Context: an optimization exercise on an open-source flow, tuned for small area, a short achievable clock period and few clock cycles. The choices shown serve that exercise and are no tape-out recipe.
In this exercise RTL edits were held to simulation tests only and were not proved equivalent to the original.
Power and IR drop assume default switching activity.

==> flow/design.v <==
package data_ram_pkg;
  typedef enum logic {
    ST_IDLE  = 1'b0,
    ST_SWEEP = 1'b1
  } state_e;
  function automatic integer lanes_of(input integer d_w, input integer lane_w);
    lanes_of = d_w / lane_w;
  endfunction
endpackage
module dr_and2 #(parameter int W = 1) (
  input  logic [W-1:0] a,
  input  logic [W-1:0] b,
  output logic [W-1:0] y
);
  assign y = a & b;
endmodule
module dr_sel8 (
  input  logic [7:0] d,
  input  logic [7:0] s,
  output logic       y
);
  logic [3:0] n;
  for (genvar p = 0; p < 4; p++) begin : g_p
    assign n[p] = ~((d[2*p] & s[2*p]) | (d[2*p+1] & s[2*p+1]));
  end
  assign y = ~(&n);
endmodule
module dr_nand4 #(parameter int W = 1) (
  input  logic [W-1:0] a, b, c, d,
  output logic [W-1:0] y
);
  assign y = ~(a & b & c & d);
endmodule
module dr_nor4 #(parameter int W = 1) (
  input  logic [W-1:0] a, b, c, d,
  output logic [W-1:0] y
);
  assign y = ~(a | b | c | d);
endmodule
module data_ram_array #(
  parameter int             A_W    = 7,
  parameter int             D_W    = 16,
  parameter int             LANE_W = 8,
  parameter logic [D_W-1:0] FILL   = 16'hA5A5
) (
  input  logic                    clk,
  input  logic                    fill_i,        
  input  logic                    we_i,
  input  logic [D_W/LANE_W-1:0]   lane_mask_i,
  input  logic [A_W-1:0]          addr_i,
  input  logic [D_W-1:0]          wdata_i,
  output logic [D_W-1:0]          rdata_o
);
  localparam int LANES = D_W / LANE_W;
  localparam int WORDS = 2**A_W;
  localparam int LO_W  = 3;
  localparam int HI_W  = A_W - LO_W;
  localparam int NLO   = 2**LO_W;
  localparam int NHI   = 2**HI_W;
  logic [D_W-1:0]       mem_q [WORDS];
  logic [D_W-1:0]       wdata;
  logic [NLO-1:0]       lo;           
  logic [NHI-1:0]       hi;           
  logic [LANES*NHI-1:0] hi_we;        
  logic [NLO-1:0]       lo_we;        
  logic [WORDS-1:0]     sel;          
  assign wdata = fill_i ? FILL : wdata_i;
  always_comb begin
    for (int m = 0; m < NLO; m++) begin
      lo[m]    = (addr_i[LO_W-1:0] == LO_W'(m));
      lo_we[m] = fill_i || lo[m];
    end
    for (int j = 0; j < NHI; j++) begin
      hi[j] = (addr_i[A_W-1:LO_W] == HI_W'(j));
      for (int k = 0; k < LANES; k++)
        hi_we[k*NHI+j] = fill_i || (we_i && lane_mask_i[k] && hi[j]);
    end
  end
  always_ff @(posedge clk) begin
    for (int i = 0; i < WORDS; i++) begin
      for (int k = 0; k < LANES; k++) begin
        if (hi_we[k*NHI+i/NLO] && lo_we[i%NLO]) begin
          mem_q[i][k*LANE_W +: LANE_W] <= wdata[k*LANE_W +: LANE_W];
        end
      end
    end
  end
  logic [D_W-1:0] l2 [WORDS/8];
  logic [D_W-1:0] l3 [WORDS/32];
  for (genvar i = 0; i < WORDS; i++) begin : g_sel
    dr_and2 #(.W(1)) u_sel (.a(hi[i/NLO]), .b(lo[i%NLO]), .y(sel[i]));
  end
  for (genvar q = 0; q < WORDS/8; q++) begin : g_l2
    for (genvar b = 0; b < D_W; b++) begin : g_bit
      dr_sel8 u_l2 (
        .d({mem_q[8*q+7][b], mem_q[8*q+6][b], mem_q[8*q+5][b], mem_q[8*q+4][b],
            mem_q[8*q+3][b], mem_q[8*q+2][b], mem_q[8*q+1][b], mem_q[8*q][b]}),
        .s(sel[8*q +: 8]),
        .y(l2[q][b])
      );
    end
  end
  for (genvar r = 0; r < WORDS/32; r++) begin : g_l3
    dr_nor4 #(.W(D_W)) u_l3 (
      .a(l2[4*r]), .b(l2[4*r+1]), .c(l2[4*r+2]), .d(l2[4*r+3]), .y(l3[r])
    );
  end
  dr_nand4 #(.W(D_W)) u_l4 (.a(l3[0]), .b(l3[1]), .c(l3[2]), .d(l3[3]), .y(rdata_o));
endmodule
module data_ram_sweep #(
  parameter int             A_W       = 7,
  parameter int             D_W       = 16,
  parameter int             LANE_W    = 8,
  parameter logic [D_W-1:0] FILL      = 16'hA5A5
) (
  input  logic                              clk,
  input  logic                              clear,
  input  logic                              enable,
  input  logic                              read_en,
  input  logic                              write_en,
  input  logic [A_W-1:0]                    addr,
  input  logic [D_W-1:0]                    datain,
  input  logic [D_W / LANE_W-1:0]           lane_en,
  input  logic                              scrub_req,
  output logic [D_W-1:0]                    dataout,
  output logic                              rd_valid,
  output logic                              busy,
  output logic                              acc_err
);
  logic             init_q;       
  logic [D_W-1:0]   dout_q;
  logic             rd_valid_q, acc_err_q;
  logic             rd_ok, wr_ok, fill;
  logic [D_W-1:0]   arr_rdata;
  assign busy  = init_q;
  assign rd_ok = !init_q && enable && read_en;
  assign wr_ok = !init_q && enable && write_en;
  assign fill  = init_q || scrub_req;
  always_ff @(posedge clk or negedge clear) begin
    if (!clear) begin
      init_q     <= 1'b1;
      rd_valid_q <= 1'b0;
      acc_err_q  <= 1'b0;
      dout_q     <= '0;
    end else begin
      init_q     <= 1'b0;
      rd_valid_q <= rd_ok;
      acc_err_q  <= init_q && enable && (read_en || write_en);
      if (rd_ok) dout_q <= arr_rdata;
    end
  end
  data_ram_array #(
    .A_W    (A_W),
    .D_W    (D_W),
    .LANE_W (LANE_W),
    .FILL   (FILL)
  ) u_array (
    .clk         (clk),
    .fill_i      (fill),
    .we_i        (wr_ok),
    .lane_mask_i (lane_en),
    .addr_i      (addr),
    .wdata_i     (datain),
    .rdata_o     (arr_rdata)
  );
  assign dataout  = dout_q;
  assign rd_valid = rd_valid_q;
  assign acc_err  = acc_err_q;
endmodule
Settings: LEC_CHECK=0, CAP_MARGIN=20, CORE_MARGIN=2, CORE_UTILIZATION=35, CTS_CLUSTER_DIAMETER=80, CTS_CLUSTER_SIZE=20, SETUP_SLACK_MARGIN=1.7, SLEW_MARGIN=20, SYNTH_HIERARCHICAL=1, SYNTH_MINIMUM_KEEP_SIZE=0; clock period 4.0 ns.
run.sh (not shown) runs the stock make flow with config.mk's settings and CLKGATE_MAP_FILE= SYNTH_SCRIPT=/design/flow/synth_recipe.tcl, a recipe that flattens the netlist after the stock synthesis.
Testbench counts at the start, summed over its fixed seeds: cycles 21,171.
Rerun with:
- CORE_UTILIZATION: 35 -> 40
- SETUP_SLACK_MARGIN: 1.7 -> 1.4
Result: Synthesized area is unchanged; design area came out lower by 2.0%; sequential power hardly moves; die area came out lower by 12%; hold slack improved by 0.020 ns; final cell count came out lower by 4.3%.
Rerun with:
- CORE_UTILIZATION: 40 -> 50
- SETUP_SLACK_MARGIN: 1.4 -> 1.8
With this change the flow completed, yet does not pass: capacitance limit, slew limit.
Via count climbs by 9.1%.
Cell count fell by 2.8%.
Routed wire length rises by 20%.
Die area falls by 20%.
Setup slack is worse by 0.64 ns.
Area after synthesis does not change.
Global-route usage grows by 6.3 points.
Rerun with:
- CORE_UTILIZATION: 50 -> 45
- SETUP_SLACK_MARGIN: 1.8 -> 1.7
=> The changed run finished with timing, DRC and antenna clean. Die area is higher by 11%. Global-route usage is lower by 3.0 points. Worst setup slack gets better by 0.44 ns. Design area is lower by 6.5%. Cell count is lower by 1.0%. Via count is lower by 7.3%. Power is lower by 2.8%. Wire length is lower by 16%. Core utilization is lower by 10 points. Maximum frequency is higher by 15%.
Rerun with:
- CORE_UTILIZATION: 45 -> 40
- SETUP_SLACK_MARGIN: 1.7 -> 2.2
Result: Clock skew climbs by 0.051 ns; total power climbs by about 5.4%; wire length rises by 35%; setup slack gets worse by 0.18 ns; core utilization rises by 1.7 points; sequential share of layout area fell by 9.2 points; area after synthesis is unchanged; cell area is higher by about 16%; final cell count goes up by 12%; maximum frequency falls by 5.9%; die area increases by 12%.
Rerun with:
- SETUP_SLACK_MARGIN: 2.2 -> 1.8
After rerunning: The new run completed with no timing, DRC or antenna violations. Worst setup slack improved by 0.42 ns. First-iteration DRC count is lower by 41%. Wire length is lower by 26%. Global-route usage is lower by 4.7 points. Final area is lower by 14%. Total power is lower by 4.8%. Area after synthesis is unchanged. Die area does not change. Non-clock buffer count is lower by 558.

---

Setup of run A:
// data_ram_sweep: RTL as listed in full above, without the edits since
Settings: LEC_CHECK=0, CAP_MARGIN=20, CORE_MARGIN=2, CORE_UTILIZATION=40, CTS_CLUSTER_DIAMETER=80, CTS_CLUSTER_SIZE=20, GPL_ROUTABILITY_DRIVEN=0, SETUP_SLACK_MARGIN=1.8, SLEW_MARGIN=20, SYNTH_HIERARCHICAL=1, SYNTH_MINIMUM_KEEP_SIZE=0; clock period 4.0 ns.
Testbench counts of run A, summed over its fixed seeds: cycles 21,171.
The inputs of run B differ from those of run A as listed below.
- swapping 1.8 for 1.6 in SETUP_SLACK_MARGIN
- clearing CTS_CLUSTER_SIZE, which used to be 20
- clearing GPL_ROUTABILITY_DRIVEN, which used to be 0
- clearing CTS_CLUSTER_DIAMETER, which used to be 80
Notes after the runs:
On final standard cell area without fillers: between run B and run A, it ends up higher for run B.
Compared with run A, in run B relative slew slack rose 4.9 points; fmax rose by 0.0031 GHz.
Modified inputs, run C compared to run B
- setting CTS_CLUSTER_DIAMETER to 80 for the first time
- setting CTS_CLUSTER_SIZE to 20 for the first time
Findings:
- Switching share of total power up 0.27 points in run C wrt run B
- Count of clock-buffer cells in the layout was higher in the run labelled run B.
- The wire length of the first global-routing pass reported for run C is smaller than that of run B by about 1.3%.
- Across both runs, worst clock skew was higher for run C than for run B.
- Higher power share of the clock group among run C and run B: run B
- Per the comparison of run C with run B, area added between synthesis and finish moved down; worst setup slack moved down; clock transition time at the flip-flop clock pins of the worst setup and hold paths moved up.
- Area: run C vs run B -> run C smaller
- Of run C and run B, the run reporting the higher worst hold slack was run C.
- [run C vs run B] multi-input combinational cell area: lower in run C

---

Setup of before:
Starts from the design.v that is shown in full above.
Settings: LEC_CHECK=0, CAP_MARGIN=20, CORE_MARGIN=2, CORE_UTILIZATION=40, CTS_CLUSTER_DIAMETER=80, CTS_CLUSTER_SIZE=20, SETUP_SLACK_MARGIN=1.9, SLEW_MARGIN=20, SYNTH_HIERARCHICAL=1, SYNTH_MINIMUM_KEEP_SIZE=0; clock period 4.0 ns.
before ran to completion and came out clean on the timing, DRC and antenna checks.
Testbench counts of before, summed over its fixed seeds: cycles 21,171.
--- input diff before..after ---
- changing SETUP_SLACK_MARGIN from 1.9 to 1.7
### Flow results
- The flow did not stop early for after: all stages ran, and the layout cleared the timing, DRC and antenna checks.
- Compared after vs before, and first-iteration DRC count is down in after.
- after ended with more share of power burned in registers than before.
- Of after and before, after shows the lower share of layout cells above drive strength 1, with before above it.
- Against before, after reports a number of non-clock buffers in the layout that is lower.
- Compared with before, in after global-route wire length before repair now sits lower, post-layout minimum cycle time has decreased, total detailed-routing wirelength now sits lower, overall fraction of global-route tracks in use now smaller, via count of the first global-routing pass went down 595.
- Compared with before, after shows area of all placed cells without fillers lower by about 3.3%.

## what the ideal ports hide
Ports are ideal in the flow. The routed layouts listed here were re-timed in OpenROAD. Step 1, drivers: a clkbuf_16 drives clk and a buf_2 each remaining input, both assumed. Step 2 adds t to the input delays and takes it off the output delays; t is the mean of the earliest and latest rising clock arrival at the registers after step 1. Input paths then give back, and output paths get back, about the clock's delay inside the block. Slacks: no drivers / after step 1 / after step 2; pairs: no drivers / after step 1.
run | t, ns | setup slack, ns | worst setup path after step 2 | worst register clock-pin slew, ns
the first run of note 1 | 0.849 | 1.062 / 1.102 / 0.253 | input to register | 0.09 / 0.09
the second run of note 1 | 0.854 | 1.303 / 1.267 / 0.413 | input to register | 0.09 / 0.09
the third run of note 1 | 0.857 | 0.667 / 0.680 / -0.176 | input to register | 0.09 / 0.09
the fourth run of note 1 | 0.849 | 1.112 / 1.115 / 0.267 | input to register | 0.09 / 0.09
the fifth run of note 1 | 0.874 | 0.930 / 0.886 / 0.012 | input to register | 0.10 / 0.10
the sixth run of note 1 | 0.853 | 1.352 / 1.335 / 0.483 | input to register | 0.09 / 0.09
run A | 0.853 | 1.352 / 1.335 / 0.483 | input to register | 0.09 / 0.09
run B | 0.907 | 1.374 / 1.352 / 0.445 | input to register | 0.07 / 0.07
run C | 0.861 | 1.291 / 1.258 / 0.397 | input to register | 0.09 / 0.09
before | 0.857 | 1.341 / 1.314 / 0.457 | input to register | 0.09 / 0.09
after | 0.857 | 1.379 / 1.361 / 0.504 | input to register | 0.09 / 0.09
The setup slack of run B, which loses most, moves by -0.022 ns with the drivers and by -0.929 ns with both steps.
